Source: an optimization exercise on an open RTL-to-GDS flow (aim: small area, a short achievable clock period and few clock cycles per item). Production flows keep margins and buffers that such runs may drop. Where RTL was checked, it was by simulation tests only, not by an equivalence proof against the original. The RTL of runs 2 and 3 was laid out without a check of its function. Power is estimated from default activity; no workload was simulated.

==> design/flow/design.v <==
package tfdr_pkg;
  localparam logic [1:0] CMD_SET     = 2'd0;
  localparam logic [1:0] CMD_RESTART = 2'd1;
  localparam logic [1:0] CMD_TICK    = 2'd2;
  localparam logic [1:0]  FAN_LIMIT   = 2'd3;
  localparam logic [15:0] PASSTHROUGH = 16'hFFFF;
  localparam logic [8:0]  FAN0_RESET  = 9'h020;
  localparam logic [16:0] ELAPSED_MAX = 17'h1FFFF;
  localparam logic [2:0] PH_IDLE = 3'd0;   
  localparam logic [2:0] PH_MOD1 = 3'd1;   
  localparam logic [2:0] PH_MOD2 = 3'd2;   
  localparam logic [2:0] PH_INIT = 3'd3;   
  localparam logic [2:0] PH_STEP = 3'd4;   
endpackage
module tfdr_divider (
  input  logic [15:0] rem,
  input  logic [15:0] mrem,
  input  logic        mbit,
  input  logic [16:0] ela,
  input  logic [15:0] dur,
  output logic [1:0]  qd,
  output logic [15:0] rem_n,
  output logic        abit,
  output logic [15:0] mrem_n
);
  logic [18:0] base;
  logic [18:0] em;
  logic [18:0] s0;
  logic [18:0] s1;
  logic [18:0] s2;
  assign base = {2'b0, rem, 1'b0};
  assign em   = mbit ? {2'b0, ela} : 19'd0;
  assign s0   = base + em;
  assign s1   = base + em - {3'b0, dur};
  assign s2   = base + em - {2'b0, dur, 1'b0};
  always_comb begin
    if (!s2[18]) begin
      qd    = 2'd2;
      rem_n = s2[15:0];
    end else if (!s1[18]) begin
      qd    = 2'd1;
      rem_n = s1[15:0];
    end else begin
      qd    = 2'd0;
      rem_n = s0[15:0];
    end
  end
  logic [16:0] x;
  logic [17:0] xd;
  assign x      = {mrem, ~mbit};
  assign xd     = {1'b0, x} - {2'b0, dur};
  assign abit   = xd[17];
  assign mrem_n = abit ? x[15:0] : xd[15:0];
endmodule
module three_fan_duty_ramp_unit (
  input  logic        clk,
  input  logic        rst,
  input  logic        cfg_we,
  input  logic [15:0] cfg_data,
  input  logic        s_tvalid,
  output logic        s_tready,
  input  logic [15:0] s_tdata,    
  input  logic [3:0]  s_tuser,    
  output logic        m_tvalid,
  input  logic        m_tready,
  output logic [31:0] m_tdata,    
  output logic [1:0]  m_tuser     
);
  logic [15:0] dur;
  logic [16:0] elapsed;
  logic [8:0]  t0, p0;
  logic [7:0]  t1, p1;
  logic        t1x, p1x;
  logic [8:0]  t2, p2;
  logic        t2x, p2x;
  logic [9:0]  fy0, fy2;
  logic [8:0]  fy1;
  logic [15:0] fr [3];
  logic [8:0]  fa [3];
  logic [15:0] fm [3];
  logic        fs [3];
  logic [2:0]  phase;
  logic [3:0]  cnt;
  logic [1:0]  efan;
  logic [2:0]  dirty;
  logic [15:0] spd;
  logic [15:0] er;      
  logic [15:0] em;      
  logic [8:0]  eq;      
  logic [9:0]  ey;      
  logic [7:0]  emg;     
  logic        esg;     
  logic        pend;
  logic [1:0] cmd;
  logic [1:0] fan_in;
  logic       acc;
  logic       tick_acc;
  logic       rst_acc;
  logic       set_acc;
  logic       out_free;
  assign cmd      = s_tuser[1:0];
  assign fan_in   = s_tuser[3:2];
  assign s_tready = (phase == tfdr_pkg::PH_IDLE) && (dirty == 3'b000) && !pend;
  assign acc      = s_tvalid && s_tready;
  assign tick_acc = acc && (cmd == tfdr_pkg::CMD_TICK);
  assign rst_acc  = acc && (cmd == tfdr_pkg::CMD_RESTART);
  assign set_acc  = acc && (cmd == tfdr_pkg::CMD_SET) && (fan_in != tfdr_pkg::FAN_LIMIT);
  assign out_free = !m_tvalid || m_tready;
  logic [10:0] tv [3];
  logic [10:0] pv [3];
  assign tv[0] = {2'b00, t0};
  assign tv[1] = t1x ? 11'h7FF : {3'b000, t1};
  assign tv[2] = t2x ? 11'h7FF : {2'b00, t2};
  assign pv[0] = {2'b00, p0};
  assign pv[1] = p1x ? 11'h7FF : {3'b000, p1};
  assign pv[2] = p2x ? 11'h7FF : {2'b00, p2};
  always_ff @(posedge clk) begin
    if (rst) begin
      dur <= '0;
    end else if (cfg_we) begin
      dur <= cfg_data;
    end
  end
  always_ff @(posedge clk) begin
    if (rst) begin
      elapsed <= '0;
    end else if (rst_acc) begin
      elapsed <= '0;
    end else if (tick_acc && elapsed != tfdr_pkg::ELAPSED_MAX) begin
      elapsed <= elapsed + 1'b1;
    end
  end
  logic [16:0] tk_t  [3];
  logic [15:0] tk_u  [3];
  logic        tk_c  [3];
  logic [15:0] tk_r  [3];
  logic [9:0]  tk_y  [3];
  logic [9:0]  fy_w  [3];
  assign fy_w[0] = fy0;
  assign fy_w[1] = {1'b0, fy1};
  assign fy_w[2] = fy2;
  for (genvar f = 0; f < 3; f++) begin : g_tick
    assign tk_t[f] = {1'b0, fr[f]} + {1'b0, ~fm[f]};
    assign tk_u[f] = fr[f] + ~fm[f] + dur;
    assign tk_c[f] = tk_t[f][16];
    assign tk_r[f] = tk_c[f] ? tk_t[f][15:0] : tk_u[f];
    assign tk_y[f] = fy_w[f] + ({10{fs[f]}} ^ {1'b0, fa[f]}) + {9'd0, fs[f] ^ tk_c[f]};
  end
  logic        first;
  logic        last;
  logic        mbit;
  logic [1:0]  qd;
  logic [15:0] er_n;
  logic        abit;
  logic [15:0] em_n;
  logic [8:0]  eq_n;
  logic [9:0]  ey_n;
  logic        step_en;
  logic [10:0] sel_t;
  logic [10:0] sel_p;
  logic [10:0] dif_a;
  logic [10:0] dif_b;
  logic        mag_neg;
  logic [8:0]  mag;
  assign first = (cnt == 4'd8);
  assign last  = (cnt == 4'd0);
  assign mbit  = first ? 1'b1 : emg[7];
  assign sel_t   = tv[efan];
  assign sel_p   = pv[efan];
  assign dif_a   = sel_t - sel_p;
  assign dif_b   = sel_p - sel_t;
  assign mag_neg = dif_a[10];
  assign mag     = mag_neg ? dif_b[8:0] : dif_a[8:0];
  tfdr_divider u_div (
    .rem    (er),
    .mrem   (em),
    .mbit   (mbit),
    .ela    (elapsed),
    .dur    (dur),
    .qd     (qd),
    .rem_n  (er_n),
    .abit   (abit),
    .mrem_n (em_n)
  );
  assign step_en = first ? mag[8] : 1'b1;
  assign eq_n    = {eq[7:0], abit};
  logic [9:0] w1;
  logic [9:0] w2;
  logic [9:0] y1;
  logic [9:0] y2;
  logic [1:0] kk;
  assign w1 = 10'd1 << cnt;
  assign w2 = 10'd2 << cnt;
  assign y1 = esg ? ey - w1 : ey + w1;
  assign y2 = esg ? ey - w2 : ey + w2;
  assign kk = mag_neg ? 2'(-qd) : qd;
  always_comb begin
    if (first) begin
      ey_n = {ey[9:8] + kk, ey[7:0]};
    end else if (qd == 2'd2) begin
      ey_n = y2;
    end else if (qd == 2'd1) begin
      ey_n = y1;
    end else begin
      ey_n = ey;
    end
  end
  logic [12:0] mod_z;
  logic [10:0] mod_w;
  logic [8:0]  mod_r;
  logic        spd_pass;
  assign mod_z = 13'(spd[15:10]) * 13'd61 + 13'(spd[9:0]);
  assign mod_w = 11'(er[12:10]) * 11'd61 + 11'(er[9:0]);
  always_comb begin
    if (mod_w >= 11'd963)      mod_r = 9'(mod_w - 11'd963);
    else if (mod_w >= 11'd642) mod_r = 9'(mod_w - 11'd642);
    else if (mod_w >= 11'd321) mod_r = 9'(mod_w - 11'd321);
    else                       mod_r = mod_w[8:0];
  end
  assign spd_pass = (spd == tfdr_pkg::PASSTHROUGH);
  logic [1:0] pick;
  always_comb begin
    if (dirty[0])      pick = 2'd0;
    else if (dirty[1]) pick = 2'd1;
    else               pick = 2'd2;
  end
  always_ff @(posedge clk) begin
    if (rst) begin
      phase <= tfdr_pkg::PH_IDLE;
      dirty <= 3'b000;
    end else begin
      case (phase)
        tfdr_pkg::PH_IDLE: begin
          if (set_acc) begin
            phase <= tfdr_pkg::PH_MOD1;
          end else if (dirty != 3'b000) begin
            phase <= tfdr_pkg::PH_INIT;
          end
        end
        tfdr_pkg::PH_MOD1: begin
          phase <= tfdr_pkg::PH_MOD2;
        end
        tfdr_pkg::PH_MOD2, tfdr_pkg::PH_INIT: begin
          phase <= cfg_we ? tfdr_pkg::PH_IDLE : tfdr_pkg::PH_STEP;
        end
        default: begin
          if (cfg_we || last) begin
            phase <= tfdr_pkg::PH_IDLE;
          end
          if (last) begin
            dirty[efan] <= 1'b0;
          end
        end
      endcase
      if (cfg_we) begin
        dirty <= 3'b111;
      end
    end
  end
  always_ff @(posedge clk) begin
    if (phase == tfdr_pkg::PH_IDLE) begin
      if (set_acc) begin
        efan <= fan_in;
        spd  <= s_tdata;
      end else begin
        efan <= pick;
      end
    end
  end
  always_ff @(posedge clk) begin
    case (phase)
      tfdr_pkg::PH_MOD1: begin
        er <= {3'b000, mod_z};
      end
      tfdr_pkg::PH_MOD2, tfdr_pkg::PH_INIT: begin
        ey  <= (phase == tfdr_pkg::PH_MOD2) ? sel_t[9:0] : sel_p[9:0];
        er  <= '0;
        em  <= dur - 1'b1;
        eq  <= '0;
        cnt <= 4'd8;
      end
      tfdr_pkg::PH_STEP: begin
        if (step_en) begin
          er <= er_n;
          em <= em_n;
          eq <= eq_n;
          ey <= ey_n;
        end
        if (first) begin
          emg <= mag[7:0];
          esg <= mag_neg;
        end else begin
          emg <= {emg[6:0], 1'b0};
        end
        cnt <= cnt - 1'b1;
      end
      default: begin end
    endcase
  end
  logic wr_t;
  assign wr_t = (phase == tfdr_pkg::PH_MOD2);
  always_ff @(posedge clk) begin
    if (rst) begin
      t0 <= tfdr_pkg::FAN0_RESET;
      p0 <= tfdr_pkg::FAN0_RESET;
    end else if (wr_t && efan == 2'd0) begin
      p0 <= t0;
      t0 <= mod_r;
    end
  end
  always_ff @(posedge clk) begin
    if (rst) begin
      t1  <= '0;
      t1x <= 1'b1;
      p1  <= '0;
      p1x <= 1'b1;
    end else if (wr_t && efan == 2'd1) begin
      p1  <= t1;
      p1x <= t1x;
      t1  <= spd[7:0];
      t1x <= spd_pass;
    end
  end
  always_ff @(posedge clk) begin
    if (rst) begin
      t2  <= '0;
      t2x <= 1'b1;
      p2  <= '0;
      p2x <= 1'b1;
    end else if (wr_t && efan == 2'd2) begin
      p2  <= t2;
      p2x <= t2x;
      t2  <= mod_r;
      t2x <= spd_pass;
    end
  end
  logic eng_wr [3];
  for (genvar f = 0; f < 3; f++) begin : g_state
    assign eng_wr[f] = (phase == tfdr_pkg::PH_STEP) && last && (efan == 2'(f));
    always_ff @(posedge clk) begin
      if (eng_wr[f]) begin
        fr[f] <= er_n;
        fa[f] <= eq_n;
        fm[f] <= em_n;
        fs[f] <= esg;
      end else if (rst_acc) begin
        fr[f] <= '0;
      end else if (tick_acc) begin
        fr[f] <= tk_r[f];
      end
    end
  end
  always_ff @(posedge clk) begin
    if (eng_wr[0]) begin
      fy0 <= ey_n;
    end else if (rst_acc) begin
      fy0 <= pv[0][9:0];
    end else if (tick_acc) begin
      fy0 <= tk_y[0];
    end
  end
  always_ff @(posedge clk) begin
    if (eng_wr[1]) begin
      fy1 <= ey_n[8:0];
    end else if (rst_acc) begin
      fy1 <= pv[1][8:0];
    end else if (tick_acc) begin
      fy1 <= tk_y[1][8:0];
    end
  end
  always_ff @(posedge clk) begin
    if (eng_wr[2]) begin
      fy2 <= ey_n;
    end else if (rst_acc) begin
      fy2 <= pv[2][9:0];
    end else if (tick_acc) begin
      fy2 <= tk_y[2];
    end
  end
  logic       load;
  logic       bypass;
  logic [9:0] ry [3];
  logic [9:0] ramp [3];
  assign load   = (tick_acc && out_free) || (pend && m_tready);
  assign bypass = (dur == 16'd0) ||
                  (tick_acc ? (elapsed >= {1'b0, dur}) : (elapsed > {1'b0, dur}));
  for (genvar f = 0; f < 3; f++) begin : g_ramp
    assign ry[f]   = tick_acc ? tk_y[f] : fy_w[f];
    assign ramp[f] = bypass ? tv[f][9:0] : ry[f];
  end
  always_ff @(posedge clk) begin
    if (rst) begin
      m_tvalid <= 1'b0;
      pend     <= 1'b0;
    end else begin
      if (load) begin
        m_tvalid <= 1'b1;
      end else if (m_tready) begin
        m_tvalid <= 1'b0;
      end
      if (tick_acc && !out_free) begin
        pend <= 1'b1;
      end else if (m_tready) begin
        pend <= 1'b0;
      end
    end
  end
  logic [28:0] data_n;
  assign data_n = {t2x ? 10'd0 : ramp[2], t1x ? 9'd0 : ramp[1][8:0], ramp[0]};
  logic [28:0] data_r;
  always_ff @(posedge clk) begin
    if (load) begin
      data_r  <= data_n;
      m_tuser <= {t2x, t1x};
    end
  end
  assign m_tdata = {3'b000, data_r};
endmodule
==> design/flow/run.sh <==
#!/bin/bash
# synth_recipe.tcl (not shown) runs the flow's synth.tcl, then flattens the netlist and writes it again
# the make line also repeats each setting of config.mk as NAME=value (left out here)
make -C /OpenROAD-flow-scripts/flow DESIGN_CONFIG=/design/flow/config.mk WORK_HOME=/design/flow/orfs CLKGATE_MAP_FILE= SYNTH_SCRIPT=/design/flow/synth_recipe.tcl finish
==> design/flow/config.mk <==
export PLATFORM = sky130hd
export DESIGN_NAME = three_fan_duty_ramp_unit
export DESIGN_NICKNAME = three_fan_duty_ramp_unit
export VERILOG_FILES = /design/flow/design.v
export SDC_FILE = /design/flow/constraint.sdc
export NUM_CORES = 4
export LEC_CHECK = 0
export CAP_MARGIN = 20
export CORE_MARGIN = 2
export CORE_UTILIZATION = 40
export PLACE_DENSITY = 0.6
export SLEW_MARGIN = 20
==> design/flow/constraint.sdc <==
create_clock -name core_clock -period 7.5 [get_ports {clk}]
set_input_delay 1.5000 -clock core_clock [delete_from_list [all_inputs] [get_ports {clk}]]
set_output_delay 1.5000 -clock core_clock [all_outputs]
set_load 0.01 [all_outputs]
==> results.txt, run 1 <==
status complete, no violations; WHS 471 ps; Int Power 5510 uW; clk slew on worst S/H paths 60 ps; WS Path Type flop to flop; met2 Resource Use GR 38.1%; clock buffer depth 3; CTS tree done; clock sinks 364; NetSw 4200 uW; fin nets 3681; clock skew 23.3 ps; Placeable Area 72800 sq um; via count 24300; Seq/Total Area, Yosys 33.2%; Worst-Margin Slew 1270 ps; Main synth FF type edfxtp_1; DP Cell Count 4164; main area contributors after synthesis edfxtp_1 25%, ha_1 13%, dfxtp_1 8.0%; global route hottest layer met2; fin crit period 6910 ps; Post-Layout Inst Area 32700 sq um; P per Cell Area 297 nW/um^2; Crit path arrival time 7210 ps; dpl hpwl 70.1 mm; YS warnings 17; Async SR Flop Fraction 0%; most frequent cells after synthesis 302 x ha_1, 281 x nand2_1, 269 x nor2_1, 258 x a21oi_1, 247 x edfxtp_1; setup_tns 0 ps; die area 75700 sq um; initial DRC count 2172; Initial DRT Pass Iterations 5; EDFF count, synth 247; count of state elements after synthesis 364; largest net degree at the start of global routing 63; Slowest-stage cell, CP or4_1; vias in the first global route 23300; Routed Antenna Nets 0; # resized after CTS 0; # setup viols final 0; met3 Usage GRT 3.89%; Die Ht 275 um; first-pass GRT wire length 136 mm; end-of-flow core utilization 44.8%; Initial Utilization 40.4%; most numerous cell in the Yosys netlist ha_1; Avg Cell Area, Syn 9.19 sq um; postcts setup bufs 0; largest area contributor in the synthesized netlist edfxtp_1; fin cells 4241; Remaining DRCs 0; part of the power in combinational logic 51.1%; Flop pwr share 26.8%; startpoint types flop; Post-Synthesis Cells 3202; unrepaired setup endpoints after global routing no; H-tree depth 2; layout cells sized above 1 5.70%; max cap viols 0; Post-CTS Hold Fix Bufs 0; Root Buffer clkbuf_16; Lkg Pwr 0.0133 uW; initial antenna violation count 1; distinct cell type count after synthesis 83; Yosys top cell area share 25.2%; Final Cycle Share 92.2%; # rows 99; Slew Viols, Final 0; Peak VDD IR 273 uV; Top Ports 77; Clk pwr share 22.1%; Routed WL 89.7 mm; Congestion Overflow GR 0; CP max FO 23; Die Width 275 um; Post-DP Area 31300 sq um; # port buffers 73; CTS Buf Count 43; GPL Wtd Cong 0.913; Routed wire per std cell 21.1 um; Hold Vio Cnt, Final 0; CP Capture Type flop; Max-slew headroom 14.7%; vias per inst 5.73; Hold WC Path Type flop to flop; P&R area growth vs syn 11.0%; CP peak stage delay 490 ps; met1 usage 32.0%; worst skew pair latency 580 ps; Sw Ratio 43.3%; Tot GR Track Use 23.5%; fmax 145 MHz; Mapped Area 29400 sq um; Critical Path RT 7800 ps
[area by class of cell]
type,count,area [sq um]
clock inverter,22,213
inverter,212,798
timing repair buffer,115,1040
sequential,364,9760
tap,959,1200
fill,7175,40200
clock buffer,54,1190
multi-input combinational,2514,18500
antenna,1,2.50
[flip-flops by register name, indices dropped and copies added, names as in the netlist, 9 cells and up]
name     cells
data_r      29
dur         16
elapsed     17
em          16
er          16
ey          10
fa          27
fm          48
fr          48
fy0         10
fy1          9
fy2         10
p0           9
p2           9
spd         16
t0           9
t2           9
[power groups by stage]
stage	Combinational (uW)	Sequential, uW	Clock [uW]
2_1_floorplan	3530	2540	0
3_3_place_gp	4840	2640	0
3_5_place_dp	4840	2640	0
4_1_cts	4880	2600	2180
5_1_grt	5430	2620	2260
6_report	4960	2600	2150
[worst paths after layout]
check / startpoint / endpoint / slack (ps) / depth (start not counted)
setup reg to reg: cnt[0] / fr[1][15] / 590 / 28
setup / recovery: cnt[0] / fr[1][15] / 590 / 28
hold reg to reg: p0[3] / p0[3] / 470 / 2
hold / removal: p0[3] / p0[3] / 470 / 2
[through the flow]
step                      setup WS [ps]  total power, uW
after floorplan                    1400             6070
after global placement              754             7480
after detailed placement            635             7480
after CTS                           641             9660
after global routing                150            10300
final                               588             9710
[metal layers]
metal	share of wire, %	wire length (um)
met2	45	40700
met4	3.2	2830
met3	7.7	6920
met5	0	0
met1	44	39300
[cell families after synthesis]
kind of cell / count (synthesis) / share of synthesized area (%)
and+or+nand+nor: 920 / 14.6
AOI/OAI and AO/OA: 864 / 18.5
other: 1 / 0.0127
buffers and inverters: 326 / 4.26
DFF: 364 / 33.2
xor gates and xnor gates: 239 / 7.11
muxes: 98 / 3.52
adders and majority gates: 390 / 18.8
[worst max-delay path, delay by kind of cell (launching register included)]
kind,cells,cell delay [ps]
XOR/XNOR,1,230
flip-flops,1,420
AO/OA/AOI/OAI,13,2630
buffers and inverters,4,710
AND/OR/NAND/NOR,6,1310
adder cells (fa/ha/maj),4,1340
[cell usage in the layout, fill, tap and decap left out, drive strengths merged, types with 19 or more instances in the layout]
cell,Yosys,routed
ha,302,302
nand2,281,281
nor2,269,269
a21oi,258,258
edfxtp,247,247
inv,210,211
o21ai,191,191
xnor2,138,138
dfxtp,117,117
xor2,101,101
fa,88,88
nor3,72,72
clkdlybuf4s50,0,71
o22ai,59,59
nand3,58,58
mux2i,55,55
clkbuf,98,54
a21o,49,49
buf,16,44
o21a,43,43
mux2,43,43
a211oi,40,40
nor2b,38,38
nand2b,33,33
and3,32,32
and2,31,31
or3,31,31
a31oi,28,28
a211o,23,23
o21bai,22,22
o211ai,22,22
o31ai,20,20
clkinv,2,19
Testbench counts, summed over its fixed seeds: cycles 8,729, items 2,684.
==> run 2, diff against run 1 <==
--- a/design/flow/design.v
+++ b/design/flow/design.v
@@ -19,2 +19,4 @@
   input  logic [16:0] ela,
+  input  logic [18:0] ed1,
+  input  logic [18:0] ed2,
   input  logic [15:0] dur,
@@ -26,3 +28,4 @@
   logic [18:0] base;
-  logic [18:0] em;
+  logic [18:0] c0;
+  logic [18:0] c1;
   logic [18:0] s0;
@@ -31,8 +34,9 @@
   assign base = {2'b0, rem, 1'b0};
-  assign em   = mbit ? {2'b0, ela} : 19'd0;
-  assign s0   = base + em;
-  assign s1   = base + em - {3'b0, dur};
-  assign s2   = base + em - {2'b0, dur, 1'b0};
+  assign c0   = mbit ? {2'b0, ela} : 19'd0;
+  assign c1   = mbit ? ed1 : ~{3'b0, dur};
+  assign s0   = base + c0;
+  assign s1   = base + c1 + {18'd0, !mbit};
+  assign s2   = base + ed2;
   always_comb begin
-    if (!s2[18]) begin
+    if (mbit && !s2[18]) begin
       qd    = 2'd2;
@@ -83,11 +87,13 @@
   logic [3:0]  cnt;
+  logic        first;
   logic [1:0]  efan;
   logic [2:0]  dirty;
-  logic [15:0] spd;
+  logic        spass;   
   logic [15:0] er;      
   logic [15:0] em;      
-  logic [8:0]  eq;      
+  logic [8:0]  eb;      
   logic [9:0]  ey;      
-  logic [7:0]  emg;     
   logic        esg;     
+  logic [18:0] ed1;     
+  logic [18:0] ed2;     
   logic        pend;
@@ -132,2 +138,6 @@
   end
+  always_ff @(posedge clk) begin
+    ed1 <= {2'b00, elapsed} - {3'b000, dur};
+    ed2 <= {2'b00, elapsed} - {2'b00, dur, 1'b0};
+  end
   logic [16:0] tk_t  [3];
@@ -136,2 +146,5 @@
   logic [15:0] tk_r  [3];
+  logic [9:0]  tk_a  [3];
+  logic [9:0]  tk_y0 [3];
+  logic [9:0]  tk_y1 [3];
   logic [9:0]  tk_y  [3];
@@ -142,9 +155,11 @@
   for (genvar f = 0; f < 3; f++) begin : g_tick
-    assign tk_t[f] = {1'b0, fr[f]} + {1'b0, ~fm[f]};
-    assign tk_u[f] = fr[f] + ~fm[f] + dur;
-    assign tk_c[f] = tk_t[f][16];
-    assign tk_r[f] = tk_c[f] ? tk_t[f][15:0] : tk_u[f];
-    assign tk_y[f] = fy_w[f] + ({10{fs[f]}} ^ {1'b0, fa[f]}) + {9'd0, fs[f] ^ tk_c[f]};
+    assign tk_t[f]  = {1'b0, fr[f]} + {1'b0, ~fm[f]};
+    assign tk_u[f]  = fr[f] + ~fm[f] + dur;
+    assign tk_c[f]  = tk_t[f][16];
+    assign tk_r[f]  = tk_c[f] ? tk_t[f][15:0] : tk_u[f];
+    assign tk_a[f]  = {10{fs[f]}} ^ {1'b0, fa[f]};
+    assign tk_y0[f] = fy_w[f] + tk_a[f] + {9'd0, fs[f]};
+    assign tk_y1[f] = fy_w[f] + tk_a[f] + {9'd0, !fs[f]};
+    assign tk_y[f]  = tk_c[f] ? tk_y1[f] : tk_y0[f];
   end
-  logic        first;
   logic        last;
@@ -164,5 +179,4 @@
   logic [8:0]  mag;
-  assign first = (cnt == 4'd8);
   assign last  = (cnt == 4'd0);
-  assign mbit  = first ? 1'b1 : emg[7];
+  assign mbit  = first ? 1'b1 : eb[8];
   assign sel_t   = tv[efan];
@@ -178,2 +192,4 @@
     .ela    (elapsed),
+    .ed1    (ed1),
+    .ed2    (ed2),
     .dur    (dur),
@@ -185,3 +201,3 @@
   assign step_en = first ? mag[8] : 1'b1;
-  assign eq_n    = {eq[7:0], abit};
+  assign eq_n    = {eb[7:0], abit};
   logic [9:0] w1;
@@ -208,14 +224,24 @@
   logic [12:0] mod_z;
-  logic [10:0] mod_w;
   logic [8:0]  mod_r;
-  logic        spd_pass;
-  assign mod_z = 13'(spd[15:10]) * 13'd61 + 13'(spd[9:0]);
-  assign mod_w = 11'(er[12:10]) * 11'd61 + 11'(er[9:0]);
+  logic [11:0] mod_c [4];
+  assign mod_z = {er[15:10], 6'd0} - {5'd0, er[15:10], 2'd0} + {7'd0, er[15:10]} + {3'd0, er[9:0]};
+  for (genvar k = 0; k < 4; k++) begin : g_modc
+    logic [11:0] off;
+    always_comb begin
+      case (er[12:10])
+        3'd0:    off = 12'(0   - 321 * k);
+        3'd1:    off = 12'(61  - 321 * k);
+        3'd2:    off = 12'(122 - 321 * k);
+        3'd3:    off = 12'(183 - 321 * k);
+        default: off = 12'(244 - 321 * k);
+      endcase
+    end
+    assign mod_c[k] = {2'b00, er[9:0]} + off;
+  end
   always_comb begin
-    if (mod_w >= 11'd963)      mod_r = 9'(mod_w - 11'd963);
-    else if (mod_w >= 11'd642) mod_r = 9'(mod_w - 11'd642);
-    else if (mod_w >= 11'd321) mod_r = 9'(mod_w - 11'd321);
-    else                       mod_r = mod_w[8:0];
+    if (!mod_c[3][11])      mod_r = mod_c[3][8:0];
+    else if (!mod_c[2][11]) mod_r = mod_c[2][8:0];
+    else if (!mod_c[1][11]) mod_r = mod_c[1][8:0];
+    else                    mod_r = mod_c[0][8:0];
   end
-  assign spd_pass = (spd == tfdr_pkg::PASSTHROUGH);
   logic [1:0] pick;
@@ -234,3 +260,3 @@
           if (set_acc) begin
-            phase <= tfdr_pkg::PH_MOD1;
+            phase <= (fan_in == 2'd1) ? tfdr_pkg::PH_MOD2 : tfdr_pkg::PH_MOD1;
           end else if (dirty != 3'b000) begin
@@ -262,4 +288,4 @@
       if (set_acc) begin
-        efan <= fan_in;
-        spd  <= s_tdata;
+        efan  <= fan_in;
+        spass <= (s_tdata == tfdr_pkg::PASSTHROUGH);
       end else begin
@@ -271,2 +297,5 @@
     case (phase)
+      tfdr_pkg::PH_IDLE: begin
+        er <= s_tdata;
+      end
       tfdr_pkg::PH_MOD1: begin
@@ -275,7 +304,8 @@
       tfdr_pkg::PH_MOD2, tfdr_pkg::PH_INIT: begin
-        ey  <= (phase == tfdr_pkg::PH_MOD2) ? sel_t[9:0] : sel_p[9:0];
-        er  <= '0;
-        em  <= dur - 1'b1;
-        eq  <= '0;
-        cnt <= 4'd8;
+        ey    <= (phase == tfdr_pkg::PH_MOD2) ? sel_t[9:0] : sel_p[9:0];
+        er    <= '0;
+        em    <= dur - 1'b1;
+        eb    <= '0;
+        cnt   <= 4'd8;
+        first <= 1'b1;
       end
@@ -285,3 +315,2 @@
           em <= em_n;
-          eq <= eq_n;
           ey <= ey_n;
@@ -289,8 +318,9 @@
         if (first) begin
-          emg <= mag[7:0];
+          eb  <= {mag[7:0], abit & mag[8]};
           esg <= mag_neg;
         end else begin
-          emg <= {emg[6:0], 1'b0};
+          eb  <= eq_n;
         end
-        cnt <= cnt - 1'b1;
+        first <= 1'b0;
+        cnt   <= cnt - 1'b1;
       end
@@ -319,4 +349,4 @@
       p1x <= t1x;
-      t1  <= spd[7:0];
-      t1x <= spd_pass;
+      t1  <= er[7:0];
+      t1x <= spass;
     end
@@ -333,3 +363,3 @@
       t2  <= mod_r;
-      t2x <= spd_pass;
+      t2x <= spass;
     end
@@ -380,11 +410,18 @@
   logic       load;
-  logic       bypass;
-  logic [9:0] ry [3];
-  logic [9:0] ramp [3];
+  logic       d_zero;
+  logic       e_ge;
+  logic       e_eq;
+  logic       byp_d;
+  logic       byp_p;
   assign load   = (tick_acc && out_free) || (pend && m_tready);
-  assign bypass = (dur == 16'd0) ||
-                  (tick_acc ? (elapsed >= {1'b0, dur}) : (elapsed > {1'b0, dur}));
+  assign d_zero = (dur == 16'd0);
+  assign e_ge   = (elapsed >= {1'b0, dur});
+  assign e_eq   = (elapsed == {1'b0, dur});
+  assign byp_d  = d_zero || e_ge;
+  assign byp_p  = d_zero || (e_ge && !e_eq);
+  logic [9:0] ramp_d [3];
+  logic [9:0] ramp_p [3];
   for (genvar f = 0; f < 3; f++) begin : g_ramp
-    assign ry[f]   = tick_acc ? tk_y[f] : fy_w[f];
-    assign ramp[f] = bypass ? tv[f][9:0] : ry[f];
+    assign ramp_d[f] = byp_d ? tv[f][9:0] : tk_y[f];
+    assign ramp_p[f] = byp_p ? tv[f][9:0] : fy_w[f];
   end
@@ -407,8 +444,10 @@
   end
-  logic [28:0] data_n;
-  assign data_n = {t2x ? 10'd0 : ramp[2], t1x ? 9'd0 : ramp[1][8:0], ramp[0]};
+  logic [28:0] data_d;
+  logic [28:0] data_p;
   logic [28:0] data_r;
+  assign data_d = {t2x ? 10'd0 : ramp_d[2], t1x ? 9'd0 : ramp_d[1][8:0], ramp_d[0]};
+  assign data_p = {t2x ? 10'd0 : ramp_p[2], t1x ? 9'd0 : ramp_p[1][8:0], ramp_p[0]};
   always_ff @(posedge clk) begin
     if (load) begin
-      data_r  <= data_n;
+      data_r  <= tick_acc ? data_d : data_p;
       m_tuser <= {t2x, t1x};
--- a/design/flow/config.mk
+++ b/design/flow/config.mk
@@ -11,2 +11,3 @@
 export PLACE_DENSITY = 0.6
+export SETUP_SLACK_MARGIN = 3.5
 export SLEW_MARGIN = 20
==> run 2 against run 1 <==
  * Sequential power is 8.8% higher
  * Critical path depth fell by 11
  * Clock power grew 4%
  * Flip-flop and latch count increased by 15
  * Count of clock-buffer cells in the layout up 13
  * Final area up 16%
  * Utilization increased by 4.8 points
  * Sequential share of layout area shrank 3.2 points
  * Wire length rose by 16%
  * Non-clock buffer count grew 175
  * Critical endpoint is now em[3]
  * Largest power group unchanged
  * Highest routed layer unchanged
==> results.txt, run 2 <==
status complete, no violations; Routed Antenna Nets 0; CP max FO 12; H-tree depth 2; vias in the first global route 25600; largest area contributor in the synthesized netlist edfxtp_1; Hold Vio Cnt, Final 0; CTS Buf Count 46; via count 27000; post-synthesis adder-cell area fraction 17.0%; worst skew pair latency 610 ps; # rows 101; largest family of logic cells by synthesized area compound AO/OA/AOI/OAI gates; WS Path Type flop to flop; Remaining DRCs 0; fin cells 4676; Final Cycle Share 60.7%; commonest non-fill, non-tap cells in the layout 316 x nand2_1, 273 x ha_1, 246 x edfxtp_1; layout cells sized above 1 17.1%; Congestion Overflow GR 0; fin crit period 4550 ps; largest net degree at the start of global routing 79; initial DRC count 2675; Compound-Gate Fraction of Synth Area 19.4%; met3 Usage GRT 4.57%; Routed wire per std cell 22.2 um; met2 Resource Use GR 40.2%; Mapped Area 30700 sq um; total power 13600 uW; DP Cell Count 4405; EDFF count, synth 246; Die Width 281 um; Worst-Margin Slew 1080 ps; CP Capture Type flop; max cap viols 0; clk slew on worst S/H paths 60 ps; Routed WL 104 mm; Peak VDD IR 300 uV; distinct cell type count after synthesis 88; Lkg Pwr 0.0154 uW; vias per inst 5.77; Tot GR Track Use 25.8%; Post-Synth XOR/XNOR Area 8.97%; Placeable Area 76100 sq um; Post-CTS Hold Fix Bufs 0; global route hottest layer met2; # port buffers 73; startpoint types flop; Seq/Total Area, Yosys 32.7%; Critical Path RT 7800 ps; GPL Wtd Cong 0.932; most frequent cells after synthesis 327 x nand2_1, 299 x ha_1, 253 x a21oi_1, 246 x edfxtp_1, 230 x inv_1; P per Cell Area 360 nW/um^2; commonest non-fill, non-tap cell in the layout nand2_1; Avg Cell Area, Syn 9.06 sq um; Async SR Flop Fraction 0%; Regs by FF count fm (48), fr (48), data_r (29); met1 usage 36.5%; Main synth FF type edfxtp_1; Root Buffer clkbuf_16; initial antenna violation count 2; setup_tns 0 ps; Yosys top cell area share 24.0%; YS warnings 21; Slew Viols, Final 0; Die Ht 281 um; fmax 220 MHz; Crit path arrival time 4860 ps; Post-Synth Simple-Gate Area 13.9%; first-pass GRT wire length 155 mm; clock buffer depth 3; count of state elements after synthesis 379; Max-slew headroom 27.8%; Initial Utilization 40.4%; die area 79100 sq um; dpl hpwl 75.1 mm; clock sinks 379; # setup viols final 0; post-synthesis mux area share 3.43%; Top Ports 77; Hold WC Path Type flop to flop; CTS tree done; Post-Synthesis Cells 3395; Filler cells 7159; P&R area growth vs syn 22.8%; fin nets 4021; main area contributors after synthesis edfxtp_1 24%, ha_1 12%, dfxtp_1 8.7%; end-of-flow core utilization 49.6%; most numerous cell in the Yosys netlist nand2_1; Initial DRT Pass Iterations 6; unrepaired setup endpoints after global routing yes; clock skew 59.1 ps
-- run 2: layout make-up --
type	count	area [sq um]	share of cell area [%]
clock inverters	18	183	0.484
flip-flops and latches	379	10100	26.7
inverters	233	902	2.39
diodes	1	2.50	0.00663
clock buffers	67	1310	3.47
well taps	1030	1290	3.41
multi-input cells	2654	21300	56.4
repair buffers	290	2680	7.11
repair inverters	4	23.8	0.0630
-- run 2: logic make-up after synthesis --
kind of cell	Yosys count
buffers and inverters	368
AO/OA/AOI/OAI	942
XOR/XNOR	315
other	1
flip-flops	379
multiplexers	103
AND/OR/NAND/NOR	912
adder cells (fa/ha/maj)	375
-- run 2: critical path, stage by stage, from the launching register on --
cell and delay [ps]:
edfxtp_1 420, inv_2 120, buf_6 110, ha_4 150, buf_4 160, buf_4 190, o21ai_0 110, a31oi_1 450
ha_1 460, a211o_1 420, a221oi_2 290, o311ai_2 130, and4_1 210, o32a_1 360, xnor2_4 170, buf_6 140
a21boi_4 200, clkbuf_16 210
-- run 2: metrics by stage --
stage / cell area, sq um / setup WS, ps / hold WS [ps]
2_1_floorplan: 31100 / 3000 / 402
3_3_place_gp: 32900 / 2010 / 476
3_5_place_dp: 32900 / 1940 / 476
4_1_cts: 36500 / 2960 / 499
5_1_grt: 37800 / 2770 / 517
6_report: 37800 / 2950 / 494
-- run 2: worst paths after layout --
check	startpoint	to	slack (ps)	cells after the start
max	efan[0]	em[3]	2950	17
min	p0[8]	p0[8]	490	2
max reg2reg	efan[0]	em[3]	2950	17
min reg2reg	p0[8]	p0[8]	490	2
-- run 2: power breakdown --
| group | internal, uW | switching [uW] |
|---|---|---|
| Sequential | 2510 | 318 |
| Combinational | 3490 | 5020 |
| Clock | 1290 | 956 |
-- run 2: per-layer routing --
metal | part of all wire (%) | vias up
met1 | 44 | 13100
met5 | 0 | -
met4 | 3.0 | 0
met2 | 44 | 1066
li1 | - | 12700
met3 | 8.8 | 186
-- run 2: repair_timing --
item	CTS	global route
setup buffers	124	50
resized for setup	254	162
pin swaps	117	118
setup endpoints to repair	314	243
cloned	6	4
==> run 3, diff against run 2 <==
--- a/design/flow/config.mk
+++ b/design/flow/config.mk
@@ -11,3 +11,2 @@
 export PLACE_DENSITY = 0.6
-export SETUP_SLACK_MARGIN = 3.5
 export SLEW_MARGIN = 20
==> run 3 against run 2 <==
  * Flip-flop and latch count unchanged
  * Global-route usage fell by 1.2 points
  * Cell count down 3.7%
  * Via count decreased by 5.0%
  * Clock skew fell by 29 ps
  * Setup slack got worse by 1600 ps
  * First-iteration DRC count shrank 11%
  * Non-clock buffer count shrank 165
  * Critical path depth up 1
  * Count of clock-buffer cells in the layout down 12
  * Critical endpoint is now em[14]
  * Largest cell class unchanged
  * Highest routed layer unchanged
==> results.txt, run 3 <==
CTS tree done; register area 10000 sq um; Main synth FF type edfxtp_1; distinct cell type count after synthesis 88; fin cells 4504; Filler cells 7512; end-of-flow core utilization 45.1%; clock buffer depth 3; most numerous cell in the Yosys netlist nand2_1; CP Capture Type flop; WS Path Type flop to flop; Critical Path RT 7720 ps; delay-heaviest family, CP compound AO/OA/AOI/OAI gates; H-tree depth 2; Post-Synthesis Cells 3395; CP max FO 38; # setup viols final 0; layout cells sized above 1 5.33%; largest net degree at the start of global routing 49; # port buffers 73; P&R area growth vs syn 11.7%; DP Cell Count 4415; Slew Viols, Final 0; CP Buf/Inv Count 3; clock skew 29.6 ps; fmax 164 MHz; Regs by FF count fm (48), fr (48), data_r (29); vias per inst 5.69; Root Buffer clkbuf_16; Initial Utilization 40.4%; Initial DRT Pass Iterations 5; Routed wire per std cell 21.5 um; main area contributors after synthesis edfxtp_1 24%, ha_1 12%, dfxtp_1 8.7%; Routed Antenna Nets 0; vias in the first global route 24400; Routed WL 97.1 mm; GPL Wtd Cong 0.909; crit path cell chain inv_1 > ha_1 > nor2_1 > a31oi_1 > inv_1 > ha_1 > inv_1 > fa_1 > a21o_1 > a21o_1 > a21o_1 > a211oi_1 > nor2_1 > mux2i_1 > o22ai_1 > o32a_1 > xnor2_1 > a21boi_4; count of state elements after synthesis 379; CTS Buf Count 46; P per Cell Area 351 nW/um^2; status complete, no violations; fin nets 3848; postcts setup bufs 0; Die Ht 281 um; initial DRC count 2394; first-pass GRT wire length 149 mm; Crit path arrival time 6330 ps; Hold WC Path Type flop to flop; # rows 101; commonest non-fill, non-tap cell in the layout nand2_1; clk slew on worst S/H paths 60 ps; max cap viols 0; CP peak stage delay 970 ps; Remaining DRCs 0; via count 25600; dpl hpwl 74.4 mm; Worst-Margin Slew 1130 ps; Post-CTS Hold Fix Bufs 0; Slowest-stage cell, CP ha_1; Top Ports 77; setup_tns 0 ps; Seq/Total Area, Yosys 32.7%; Mapped Area 30700 sq um; Final Cycle Share 81.5%; Peak VDD IR 284 uV; EDFF count, synth 246; area occupied by multi-input gates 19400 sq um; Placeable Area 76100 sq um; initial antenna violation count 5; YS warnings 21; Hold Vio Cnt, Final 0; worst skew pair latency 620 ps; Avg Cell Area, Syn 9.06 sq um; commonest non-fill, non-tap cells in the layout 327 x nand2_1, 299 x ha_1, 251 x a21oi_1; Die Width 281 um; clock sinks 379; # resized after CTS 0; Tot GR Track Use 24.5%; most frequent cells after synthesis 327 x nand2_1, 299 x ha_1, 253 x a21oi_1, 246 x edfxtp_1, 230 x inv_1; startpoint types flop; Async SR Flop Fraction 0%; die area 79100 sq um; Yosys top cell area share 24.0%; Max-slew headroom 24.6%; Congestion Overflow GR 0; fin crit period 6110 ps; Lkg Pwr 0.0141 uW; largest area contributor in the synthesized netlist edfxtp_1; unrepaired setup endpoints after global routing no
==> run 3: changes by cell type in the layout (fill, tap and decap cells not counted), sizes merged <==
cell | previous run | this run
bufinv | 2 | 7
nor2 | 229 | 226
dlygate4sd2 | 1 | 0
clkbuf | 69 | 56
clkinv | 13 | 18
clkdlybuf4s50 | 70 | 71
inv | 236 | 237
buf | 217 | 53
clkinvlp | 4 | 2
a21boi | 18 | 17
==> run 3: cells by family (layout without fill, tap and decap cells) <==
kind of cell	Yosys count	count (layout)	share of synthesized area [%]
AOI/OAI and AO/OA	942	942	19.4
xor gates and xnor gates	315	315	8.97
and+or+nand+nor	912	912	13.9
other	1	4	0.0122
muxes	103	103	3.43
buffers and inverters	368	444	4.62
adders and majority gates	375	375	17.0
DFF	379	379	32.7
==> run 3: final cells by class <==
type / instances / area share [%]
multi-input cells: 2650 / 56.4
flip-flops and latches: 379 / 29.3
well taps: 1030 / 3.75
clock buffers: 55 / 3.57
repair buffers: 125 / 3.32
inverters: 233 / 2.55
clock inverters: 31 / 1.12
diodes: 1 / 0.00729
==> run 3: report_power, final <==
group | leakage (uW) | switching, uW | internal [uW]
registers | 0.00335 | 370 | 2510
clock network | 0.000799 | 996 | 1420
logic | 0.00999 | 4260 | 2500
==> run 3: path summary, 6_finish.rpt <==
| check | from | endpoint | slack (ps) | depth (start not counted) |
|---|---|---|---|---|
| worst min-delay path | elapsed[0] | ed2[0] | 500 | 0 |
| worst max-delay path | efan[0] | em[14] | 1390 | 18 |
| worst min register to register | elapsed[0] | ed2[0] | 500 | 0 |
| worst max register to register | efan[0] | em[14] | 1390 | 18 |
==> run 3: per-stage QoR <==
step	cell area, sq um	power (uW)	setup slack [ps]	hold WS, ps
finish	34300	12100	1390	496
global route	34300	12800	848	484
CTS	34300	12000	1440	485
detailed placement	32700	9530	1470	480
global placement	32700	9500	1600	476
floorplan	30800	7250	1890	402
==> run 3: layer usage <==
metal  up-vias  share of wire (%)  global-route usage, %  wire length, um
met5         -                  0                      0                0
met4         0                2.4                   5.91             2280
met3       133                7.2                   3.45             7020
met2       861                 43                   38.1            42200
met1     12300                 47                   35.8            45600
li1      12300                  -                      -                -
==> run 4, diff against run 3 <==
--- a/design/flow/design.v
+++ b/design/flow/design.v
@@ -13,2 +13,3 @@
   localparam logic [2:0] PH_STEP = 3'd4;   
+  localparam logic [2:0] PH_FIN  = 3'd5;   
 endpackage
@@ -81,3 +82,3 @@
   logic [8:0]  fy1;
-  logic [15:0] fr [3];
+  logic [16:0] fe [3];
   logic [8:0]  fa [3];
@@ -94,4 +95,6 @@
   logic [8:0]  eb;      
-  logic [9:0]  ey;      
+  logic [8:0]  eq;      
   logic        esg;     
+  logic [10:0] tsel;    
+  logic [10:0] psel;    
   logic [18:0] ed1;     
@@ -106,2 +109,3 @@
   logic       out_free;
+  logic       tick_go;
   assign cmd      = s_tuser[1:0];
@@ -114,2 +118,3 @@
   assign out_free = !m_tvalid || m_tready;
+  assign tick_go  = (tick_acc && out_free) || (pend && m_tready);
   logic [10:0] tv [3];
@@ -134,3 +139,3 @@
       elapsed <= '0;
-    end else if (tick_acc && elapsed != tfdr_pkg::ELAPSED_MAX) begin
+    end else if (tick_go && elapsed != tfdr_pkg::ELAPSED_MAX) begin
       elapsed <= elapsed + 1'b1;
@@ -142,6 +147,4 @@
   end
-  logic [16:0] tk_t  [3];
-  logic [15:0] tk_u  [3];
   logic        tk_c  [3];
-  logic [15:0] tk_r  [3];
+  logic [16:0] tk_e  [3];
   logic [9:0]  tk_a  [3];
@@ -155,6 +158,4 @@
   for (genvar f = 0; f < 3; f++) begin : g_tick
-    assign tk_t[f]  = {1'b0, fr[f]} + {1'b0, ~fm[f]};
-    assign tk_u[f]  = fr[f] + ~fm[f] + dur;
-    assign tk_c[f]  = tk_t[f][16];
-    assign tk_r[f]  = tk_c[f] ? tk_t[f][15:0] : tk_u[f];
+    assign tk_c[f]  = !fe[f][16];
+    assign tk_e[f]  = fe[f] + {1'b1, ~fm[f]} + (tk_c[f] ? 17'd0 : {1'b0, dur});
     assign tk_a[f]  = {10{fs[f]}} ^ {1'b0, fa[f]};
@@ -171,3 +172,2 @@
   logic [8:0]  eq_n;
-  logic [9:0]  ey_n;
   logic        step_en;
@@ -183,4 +183,4 @@
   assign sel_p   = pv[efan];
-  assign dif_a   = sel_t - sel_p;
-  assign dif_b   = sel_p - sel_t;
+  assign dif_a   = tsel - psel;
+  assign dif_b   = psel - tsel;
   assign mag_neg = dif_a[10];
@@ -201,24 +201,3 @@
   assign step_en = first ? mag[8] : 1'b1;
-  assign eq_n    = {eb[7:0], abit};
-  logic [9:0] w1;
-  logic [9:0] w2;
-  logic [9:0] y1;
-  logic [9:0] y2;
-  logic [1:0] kk;
-  assign w1 = 10'd1 << cnt;
-  assign w2 = 10'd2 << cnt;
-  assign y1 = esg ? ey - w1 : ey + w1;
-  assign y2 = esg ? ey - w2 : ey + w2;
-  assign kk = mag_neg ? 2'(-qd) : qd;
-  always_comb begin
-    if (first) begin
-      ey_n = {ey[9:8] + kk, ey[7:0]};
-    end else if (qd == 2'd2) begin
-      ey_n = y2;
-    end else if (qd == 2'd1) begin
-      ey_n = y1;
-    end else begin
-      ey_n = ey;
-    end
-  end
+  assign eq_n    = {eq[7:0], 1'b0} + {7'd0, qd};
   logic [12:0] mod_z;
@@ -246,2 +225,16 @@
   end
+  logic [10:0] new_t;
+  always_comb begin
+    if (efan == 2'd1) begin
+      new_t = spass ? 11'h7FF : {3'b000, er[7:0]};
+    end else if (efan == 2'd2 && spass) begin
+      new_t = 11'h7FF;
+    end else begin
+      new_t = {2'b00, mod_r};
+    end
+  end
+  logic [9:0]  fin_y;
+  logic [16:0] fin_e;
+  assign fin_y = psel[9:0] + (esg ? -{1'b0, eq} : {1'b0, eq});
+  assign fin_e = {1'b0, er} + {1'b1, ~em};
   logic [1:0] pick;
@@ -271,9 +264,12 @@
         end
-        default: begin
-          if (cfg_we || last) begin
+        tfdr_pkg::PH_STEP: begin
+          if (cfg_we) begin
             phase <= tfdr_pkg::PH_IDLE;
+          end else if (last) begin
+            phase <= tfdr_pkg::PH_FIN;
           end
-          if (last) begin
-            dirty[efan] <= 1'b0;
-          end
+        end
+        default: begin
+          phase <= tfdr_pkg::PH_IDLE;
+          dirty[efan] <= 1'b0;
         end
@@ -304,6 +300,7 @@
       tfdr_pkg::PH_MOD2, tfdr_pkg::PH_INIT: begin
-        ey    <= (phase == tfdr_pkg::PH_MOD2) ? sel_t[9:0] : sel_p[9:0];
+        tsel  <= (phase == tfdr_pkg::PH_MOD2) ? new_t : sel_t;
+        psel  <= (phase == tfdr_pkg::PH_MOD2) ? sel_t : sel_p;
         er    <= '0;
         em    <= dur - 1'b1;
-        eb    <= '0;
+        eq    <= '0;
         cnt   <= 4'd8;
@@ -315,3 +312,3 @@
           em <= em_n;
-          ey <= ey_n;
+          eq <= eq_n;
         end
@@ -321,3 +318,3 @@
         end else begin
-          eb  <= eq_n;
+          eb  <= {eb[7:0], abit};
         end
@@ -368,13 +365,13 @@
   for (genvar f = 0; f < 3; f++) begin : g_state
-    assign eng_wr[f] = (phase == tfdr_pkg::PH_STEP) && last && (efan == 2'(f));
+    assign eng_wr[f] = (phase == tfdr_pkg::PH_FIN) && (efan == 2'(f));
     always_ff @(posedge clk) begin
       if (eng_wr[f]) begin
-        fr[f] <= er_n;
-        fa[f] <= eq_n;
-        fm[f] <= em_n;
+        fe[f] <= fin_e;
+        fa[f] <= eb;
+        fm[f] <= em;
         fs[f] <= esg;
       end else if (rst_acc) begin
-        fr[f] <= '0;
-      end else if (tick_acc) begin
-        fr[f] <= tk_r[f];
+        fe[f] <= {1'b1, ~fm[f]};
+      end else if (tick_go) begin
+        fe[f] <= tk_e[f];
       end
@@ -384,6 +381,6 @@
     if (eng_wr[0]) begin
-      fy0 <= ey_n;
+      fy0 <= fin_y;
     end else if (rst_acc) begin
       fy0 <= pv[0][9:0];
-    end else if (tick_acc) begin
+    end else if (tick_go) begin
       fy0 <= tk_y[0];
@@ -393,6 +390,6 @@
     if (eng_wr[1]) begin
-      fy1 <= ey_n[8:0];
+      fy1 <= fin_y[8:0];
     end else if (rst_acc) begin
       fy1 <= pv[1][8:0];
-    end else if (tick_acc) begin
+    end else if (tick_go) begin
       fy1 <= tk_y[1][8:0];
@@ -402,6 +399,6 @@
     if (eng_wr[2]) begin
-      fy2 <= ey_n;
+      fy2 <= fin_y;
     end else if (rst_acc) begin
       fy2 <= pv[2][9:0];
-    end else if (tick_acc) begin
+    end else if (tick_go) begin
       fy2 <= tk_y[2];
@@ -409,19 +406,7 @@
   end
-  logic       load;
-  logic       d_zero;
-  logic       e_ge;
-  logic       e_eq;
-  logic       byp_d;
-  logic       byp_p;
-  assign load   = (tick_acc && out_free) || (pend && m_tready);
-  assign d_zero = (dur == 16'd0);
-  assign e_ge   = (elapsed >= {1'b0, dur});
-  assign e_eq   = (elapsed == {1'b0, dur});
-  assign byp_d  = d_zero || e_ge;
-  assign byp_p  = d_zero || (e_ge && !e_eq);
-  logic [9:0] ramp_d [3];
-  logic [9:0] ramp_p [3];
+  logic       bypass;
+  logic [9:0] ramp [3];
+  assign bypass = (dur == 16'd0) || (elapsed >= {1'b0, dur});
   for (genvar f = 0; f < 3; f++) begin : g_ramp
-    assign ramp_d[f] = byp_d ? tv[f][9:0] : tk_y[f];
-    assign ramp_p[f] = byp_p ? tv[f][9:0] : fy_w[f];
+    assign ramp[f] = bypass ? tv[f][9:0] : tk_y[f];
   end
@@ -432,3 +417,3 @@
     end else begin
-      if (load) begin
+      if (tick_go) begin
         m_tvalid <= 1'b1;
@@ -444,10 +429,6 @@
   end
-  logic [28:0] data_d;
-  logic [28:0] data_p;
   logic [28:0] data_r;
-  assign data_d = {t2x ? 10'd0 : ramp_d[2], t1x ? 9'd0 : ramp_d[1][8:0], ramp_d[0]};
-  assign data_p = {t2x ? 10'd0 : ramp_p[2], t1x ? 9'd0 : ramp_p[1][8:0], ramp_p[0]};
   always_ff @(posedge clk) begin
-    if (load) begin
-      data_r  <= tick_acc ? data_d : data_p;
+    if (tick_go) begin
+      data_r  <= {t2x ? 10'd0 : ramp[2], t1x ? 9'd0 : ramp[1][8:0], ramp[0]};
       m_tuser <= {t2x, t1x};
--- a/design/flow/config.mk
+++ b/design/flow/config.mk
@@ -11,2 +11,3 @@
 export PLACE_DENSITY = 0.6
+export SETUP_SLACK_MARGIN = 4.0
 export SLEW_MARGIN = 20
==> run 4 against run 3 <==
  * Critical endpoint is now er[6]
  * Total power up 2.7%
  * Cell count is 1.8% higher
  * Die area is 0.91% lower
  * Synthesized cell count down 0.38%
  * Utilization rose by 3.1 points
  * Register-to-register slack better by 2500 ps
  * Critical path depth is 1 lower
  * Still clean on timing, DRC and antenna
  * Critical path type unchanged
==> results.txt, run 4 <==
Regs by FF count fe (51), fm (48), data_r (29); distinct cell type count after synthesis 83; register area 10700 sq um; P&R area growth vs syn 20.0%; Top Ports 77; Main synth FF type edfxtp_1; Hold Crit Depth 0; largest net degree at the start of global routing 72; Routed Antenna Nets 0; startpoint types flop; Post-DP Area 32200 sq um; CTS tree done; Seq/Total Area, Yosys 35.2%; setup_tns 0 ps; Post-Layout Inst Area 36500 sq um; Final Cycle Share 48.9%; commonest non-fill, non-tap cell in the layout nand2_1; P per Cell Area 339 nW/um^2; die area 78400 sq um; worst skew pair latency 600 ps; # port buffers 73; Yosys top cell area share 26.4%; NetSw 5380 uW; first-pass GRT wire length 148 mm; via count 26400; largest reg by FF count fe; Filler cells 7081; GPL Wtd Cong 0.894; Hold WC Path Type flop to flop; Die Width 280 um; part of the power in combinational logic 58.3%; most frequent cells after synthesis 326 x nand2_1, 293 x nor2_1, 274 x a21oi_1, 268 x edfxtp_1, 264 x ha_1; CP Capture Type flop; Crit path arrival time 3990 ps; worst hold endpoint ed2[0]; H-tree depth 2; most numerous cell in the Yosys netlist nand2_1; Worst-Margin Slew 1050 ps; commonest non-fill, non-tap cells in the layout 315 x nand2_1, 284 x nor2_1, 268 x edfxtp_1; status complete, no violations; Initial Utilization 40.2%; Post-Synthesis Cells 3382; DP Cell Count 4324; main area contributors after synthesis edfxtp_1 26%, ha_1 11%, dfxtp_1 8.7%; initial antenna violation count 1; vias in the first global route 25200; fin crit period 3660 ps; Initial DRT Pass Iterations 6; # setup viols final 0; max reg flops 51; clock buffer depth 3; Hold Crit Start elapsed[0]; area occupied by multi-input gates 19700 sq um; Root Buffer clkbuf_16; Tot GR Track Use 24.5%; Clk pwr share 18.5%; Mapped Area 30500 sq um; Hold Vio Cnt, Final 0; RR Endpoint er[6]; Reg-to-Reg Start first; largest area contributor in the synthesized netlist edfxtp_1; CTS Buf Count 46; count of state elements after synthesis 401; Die Ht 280 um; worst reg2reg path depth 17; fmax 273 MHz; Routed wire per std cell 21.6 um; Congestion Overflow GR 0; initial DRC count 2374; unrepaired setup endpoints after global routing yes; Flop pwr share 23.2%; Slew Viols, Final 0; CP max FO 8; Routed WL 99.2 mm; vias per inst 5.75; clock sinks 401; fin nets 3944; WS Path Type flop to flop; fin cells 4584; Lkg Pwr 0.0146 uW; Sw Ratio 43.4%; Placeable Area 75700 sq um; YS warnings 18; Int Power 7020 uW; Peak VDD IR 196 uV; layout cells sized above 1 15.0%; # rows 101; Avg Cell Area, Syn 9.01 sq um; clk slew on worst S/H paths 60 ps; R2R setup slack 3840 ps; CP Launch Point first; Post-CTS Hold Fix Bufs 0; EDFF count, synth 268; max cap viols 0; Remaining DRCs 0; Async SR Flop Fraction 0%; clock skew 25.8 ps; dpl hpwl 69.2 mm; Critical Path RT 7830 ps; Max-slew headroom 30.0%
run 4: changes by cell type after synthesis, moves of 19 or more:
cell	delta
a21oi_1	+21
ha_1	-35
edfxtp_1	+22
and2_1	+52
xnor2_1	-34
a21o_1	-43
nor2_1	+70
mux2i_1	-25
o21ai_1	-19
o22ai_1	-48
a211oi_1	+23
run 4: timing repair:
action / in CTS / in global routing
buffers inserted: 90 / 71
setup endpoints to repair: 287 / 180
gates resized for setup: 169 / 166
hold endpoints to repair: 0 / 0
gates cloned: 7 / 4
pin swaps: 57 / 125
run 4: layer usage:
metal | wire [um] | up-vias | global-route usage [%]
met3 | 6320 | 192 | 3.04
met2 | 46200 | 945 | 40.6
li1 | - | 12500 | -
met4 | 3130 | 0 | 7.14
met1 | 43600 | 12800 | 33.4
met5 | 0 | - | 0
run 4: critical path, cell delays in order (launching register included):
cell,delay [ps]
edfxtp_1,500
nor2_4,200
buf_12,140
clkinv_8,60
nand2_4,70
o21ai_4,70
fa_2,390
a211oi_4,240
o21a_1,220
o31ai_4,90
a21o_1,200
o41a_1,360
buf_12,170
buf_4,150
nor2_2,90
a211o_1,140
a21oi_1,80
a221o_1,250
run 4: power by group through the flow:
stage	Clock [uW]	Sequential, uW	Combinational (uW)
floorplan	0	2830	4210
global placement	0	3050	5600
detailed placement	0	3050	5620
CTS	2320	2890	6420
global route	2400	2880	7790
finish	2300	2870	7220
run 4: layout make-up:
cell class | instances | area share, %
timing repair buffer | 269 | 6.77
clock inverter | 26 | 0.675
clock buffer | 59 | 3.45
inverter | 221 | 2.33
timing repair inverter | 4 | 0.0856
tap | 978 | 3.35
antenna | 3 | 0.0205
multi-input combinational | 2623 | 53.9
sequential | 401 | 29.4
run 4: logic make-up after synthesis:
group,share of synthesized area (%)
AND/OR/NAND/NOR,15.9
AO/OA/AOI/OAI,18.2
flip-flops,35.2
buffers and inverters,4.62
adder cells (fa/ha/maj),15.7
XOR/XNOR,7.87
multiplexers,2.53
other,0.0123
run 4: worst max path at each step:
stage / endpoint / slack, ps / depth (start not counted)
6_report: er[6] / 3840 / 17
5_1_grt: er[8] / 3710 / 16
4_1_cts: er[8] / 3880 / 17
3_5_place_dp: fe[2][2] / 2200 / 6
3_3_place_gp: fe[2][2] / 2250 / 6
2_1_floorplan: er[14] / 3960 / 17
run 4: per-stage QoR:
step	power, uW	util [%]	hold WS [ps]	worst slack (ps)
detailed placement	8680	42.5	446	2200
global route	13100	48.3	429	3710
global placement	8650	42.5	443	2250
CTS	11600	46.4	451	3880
floorplan	7040	-	390	3960
finish	12400	48.3	426	3840
Testbench counts of run 4, summed over its fixed seeds: cycles 9,075, items 2,684.
==> run 5, diff against run 4 <==
--- a/design/flow/config.mk
+++ b/design/flow/config.mk
@@ -11,3 +11,3 @@
 export PLACE_DENSITY = 0.6
-export SETUP_SLACK_MARGIN = 4.0
+export SETUP_SLACK_MARGIN = 3.5
 export SLEW_MARGIN = 20
==> run 5 against run 4 <==
  * Combinational power down 17%
  * Total power down 8.9%
  * Wire length down 5.2%
  * Sequential share of layout area up 1.9 points
  * Critical endpoint is now tsel[3]
  * Worst hold slack better by 40 ps
  * Area after synthesis unchanged
  * Sequential power about the same
  * Non-clock buffer count down 121
  * Critical path type unchanged
  * Fmax down 6.2%
  * Die area unchanged
  * Critical path depth down 4
  * Count of clock-buffer cells in the layout up 19
==> results.txt, run 5 <==
fin nets 3819; status complete, no violations; Clk pwr share 21.4%; Max-slew headroom 32.1%; layout cells sized above 1 6.58%; distinct cell type count after synthesis 83; total power 11300 uW; CTS Buf Count 47; part of the power in combinational logic 53.1%; # port buffers 73; worst skew pair latency 610 ps; Final Cycle Share 52.1%; fin crit period 3910 ps; max cap viols 0; Die Ht 280 um; count of state elements after synthesis 401; # rows 101; die area 78400 sq um; Yosys top cell area share 26.4%; Peak VDD IR 211 uV; setup_tns 0 ps; CP Launch Point er[12]; initial antenna violation count 1; most frequent cells after synthesis 326 x nand2_1, 293 x nor2_1, 274 x a21oi_1, 268 x edfxtp_1, 264 x ha_1; Reg-to-Reg Start er[12]; vias per inst 5.65; CP max FO 9; clock sinks 401; P per Cell Area 330 nW/um^2; Lkg Pwr 0.0138 uW; Top Ports 77; Placeable Area 75700 sq um; Tot GR Track Use 23.9%; via count 25200; main area contributors after synthesis edfxtp_1 26%, ha_1 11%, dfxtp_1 8.7%; Routed Antenna Nets 0; Congestion Overflow GR 0; Post-CTS Hold Fix Bufs 0; CP Capture Type flop; Antenna Cells 0; unrepaired setup endpoints after global routing yes; clock skew 29.5 ps; worst reg2reg path depth 13; EDFF count, synth 268; Crit path arrival time 4250 ps; Remaining DRCs 0; Flop pwr share 25.6%; setup slack at placement 2220 ps; # setup viols final 0; Hold Vio Cnt, Final 0; YS warnings 18; largest area contributor in the synthesized netlist edfxtp_1; Regs by FF count fe (51), fm (48), data_r (29); WHS 466 ps; most numerous cell in the Yosys netlist nand2_1; commonest non-fill, non-tap cells in the layout 325 x nand2_1, 290 x nor2_1, 271 x a21oi_1; Avg Cell Area, Syn 9.01 sq um; Worst-Margin Slew 1020 ps; CTS tree done; largest net degree at the start of global routing 69; Hold WC Path Type flop to flop; RR Endpoint tsel[3]; P&R area growth vs syn 12.5%; Critical Path RT 7840 ps; max reg flops 51; H-tree depth 2; setup ws final 3590 ps; commonest non-fill, non-tap cell in the layout nand2_1; vias in the first global route 24200; Routed WL 94.1 mm; Mapped Area 30500 sq um; Die Width 280 um; Slew Viols, Final 0; Routed wire per std cell 21.1 um; NetSw 4890 uW; Post-Synthesis Cells 3382; Initial Utilization 40.2%; Hold Crit Start elapsed[0]; startpoint types flop; Initial DRT Pass Iterations 6; R2R setup slack 3590 ps; WS Path Type flop to flop; clock buffer depth 3; critical path endpoint tsel[3]; fmax 256 MHz; Seq/Total Area, Yosys 35.2%; largest reg by FF count fe; Main synth FF type edfxtp_1; clk slew on worst S/H paths 60 ps; Root Buffer clkbuf_16; GPL Wtd Cong 0.939; Int Power 6400 uW; dpl hpwl 69.7 mm; Async SR Flop Fraction 0%; first-pass GRT wire length 144 mm; initial DRC count 2012; Sw Ratio 43.3%
-- run 5: cell counts after synthesis --
No cell type changed its count.
-- run 5: how the worst min path moves through the flow --
| stage | endpoint | slack, ps | cells after the start |
|---|---|---|---|
| after global placement | p2[0] | 460 | 2 |
| after floorplan | ed2[0] | 390 | 0 |
| after global routing | ed2[0] | 460 | 0 |
| final | ed2[0] | 470 | 0 |
| after detailed placement | p2[1] | 470 | 2 |
| after CTS | ed2[0] | 470 | 0 |
-- run 5: stage by stage --
step	area (sq um)	cells	util [%]
2_1_floorplan	30500	3384	-
4_1_cts	34000	4436	44.9
5_1_grt	34300	4458	45.3
6_report	34300	4458	45.3
3_3_place_gp	32200	4331	42.5
3_5_place_dp	32200	4331	42.5
-- run 5: worst max-delay path, cell delays in order, from the launching register on --
cell and delay (ps):
edfxtp_1 470, clkinvlp_4 220, nand2_1 150, nand2_1 120, ha_1 390, o21ai_0 140, or2_2 360, a211o_1 290
a221o_2 470, a2111oi_1 390, or3_1 210, o22ai_2 130, a211oi_1 250, a21oi_1 60
-- run 5: repair_timing --
item | in CTS | in global routing
setup buffers | 17 | 21
gates resized for setup | 14 | 27
endpoints found under the hold margin | 0 | 0
endpoints found under the setup margin | 81 | 65
pin swaps | 1 | 3
gates cloned | 0 | 1
-- run 5: area by class of cell --
type	count	area (sq um)
repair buffers	148	1320
repair inverters	1	8.76
well taps	978	1220
clock buffers	78	1560
inverters	221	846
fillers	7263	41400
flip-flops and latches	401	10700
clock inverters	10	92.6
multi-input cells	2621	18500
-- run 5: metal layers --
layer / GRT usage, % / routed length [um] / up-vias
met4: 7.57 / 3100 / 0
met5: 0 / 0 / -
met2: 38.1 / 42100 / 765
met3: 2.94 / 5560 / 149
met1: 33.6 / 43300 / 12100
li1: - / - / 12200
-- run 5: kinds of logic (layout without fill, tap and decap cells) --
kind of cell | Yosys count | count (layout) | synth area share [%]
AO/OA/AOI/OAI | 890 | 890 | 18.2
buffers and inverters | 362 | 458 | 4.62
XOR/XNOR | 273 | 273 | 7.87
flip-flops | 401 | 401 | 35.2
other | 1 | 3 | 0.0123
adder cells (fa/ha/maj) | 339 | 339 | 15.7
multiplexers | 74 | 74 | 2.53
AND/OR/NAND/NOR | 1042 | 1042 | 15.9
-- run 5: power groups by stage --
stage | Clock, uW | Combinational (uW) | Sequential, uW
5_1_grt | 2530 | 6560 | 2900
2_1_floorplan | 0 | 4160 | 2830
3_5_place_dp | 0 | 5590 | 3070
6_report | 2410 | 6000 | 2890
3_3_place_gp | 0 | 5580 | 3070
4_1_cts | 2460 | 5770 | 2940

[re-timing with driven ports]
In the flow no input, the clock included, has a driving cell. The finished layouts below were timed again as built, in two steps.
Step 1 assumes that a clkbuf_16 drives the clock port and a buf_2 every other input.
Step 2 times the ports against the registers' clock, not the clock port: input delays grow and output delays shrink by t, the midpoint of the rising clock arrivals with the driver on.
a / b / c = ideal / step 1 / step 2; a / b = the first two.
run	shift t [ns]	setup slack, ns	worst setup path after step 2	pins driven straight from the clock port
run 1	0.631	0.588 / 0.588 / 0.588	register to register	1
run 2	0.653	2.946 / 2.946 / 2.946	register to register	1
run 3	0.663	1.386 / 1.386 / 1.386	register to register	1
run 4	0.655	3.836 / 3.836 / 3.541	input to register	1
run 5	0.658	3.594 / 3.594 / 3.071	input to register	1
After both steps setup and hold are still met in every run listed. The setup slack of run 5, which loses most, moves by 0.000 ns with the drivers and by -0.523 ns with both steps.
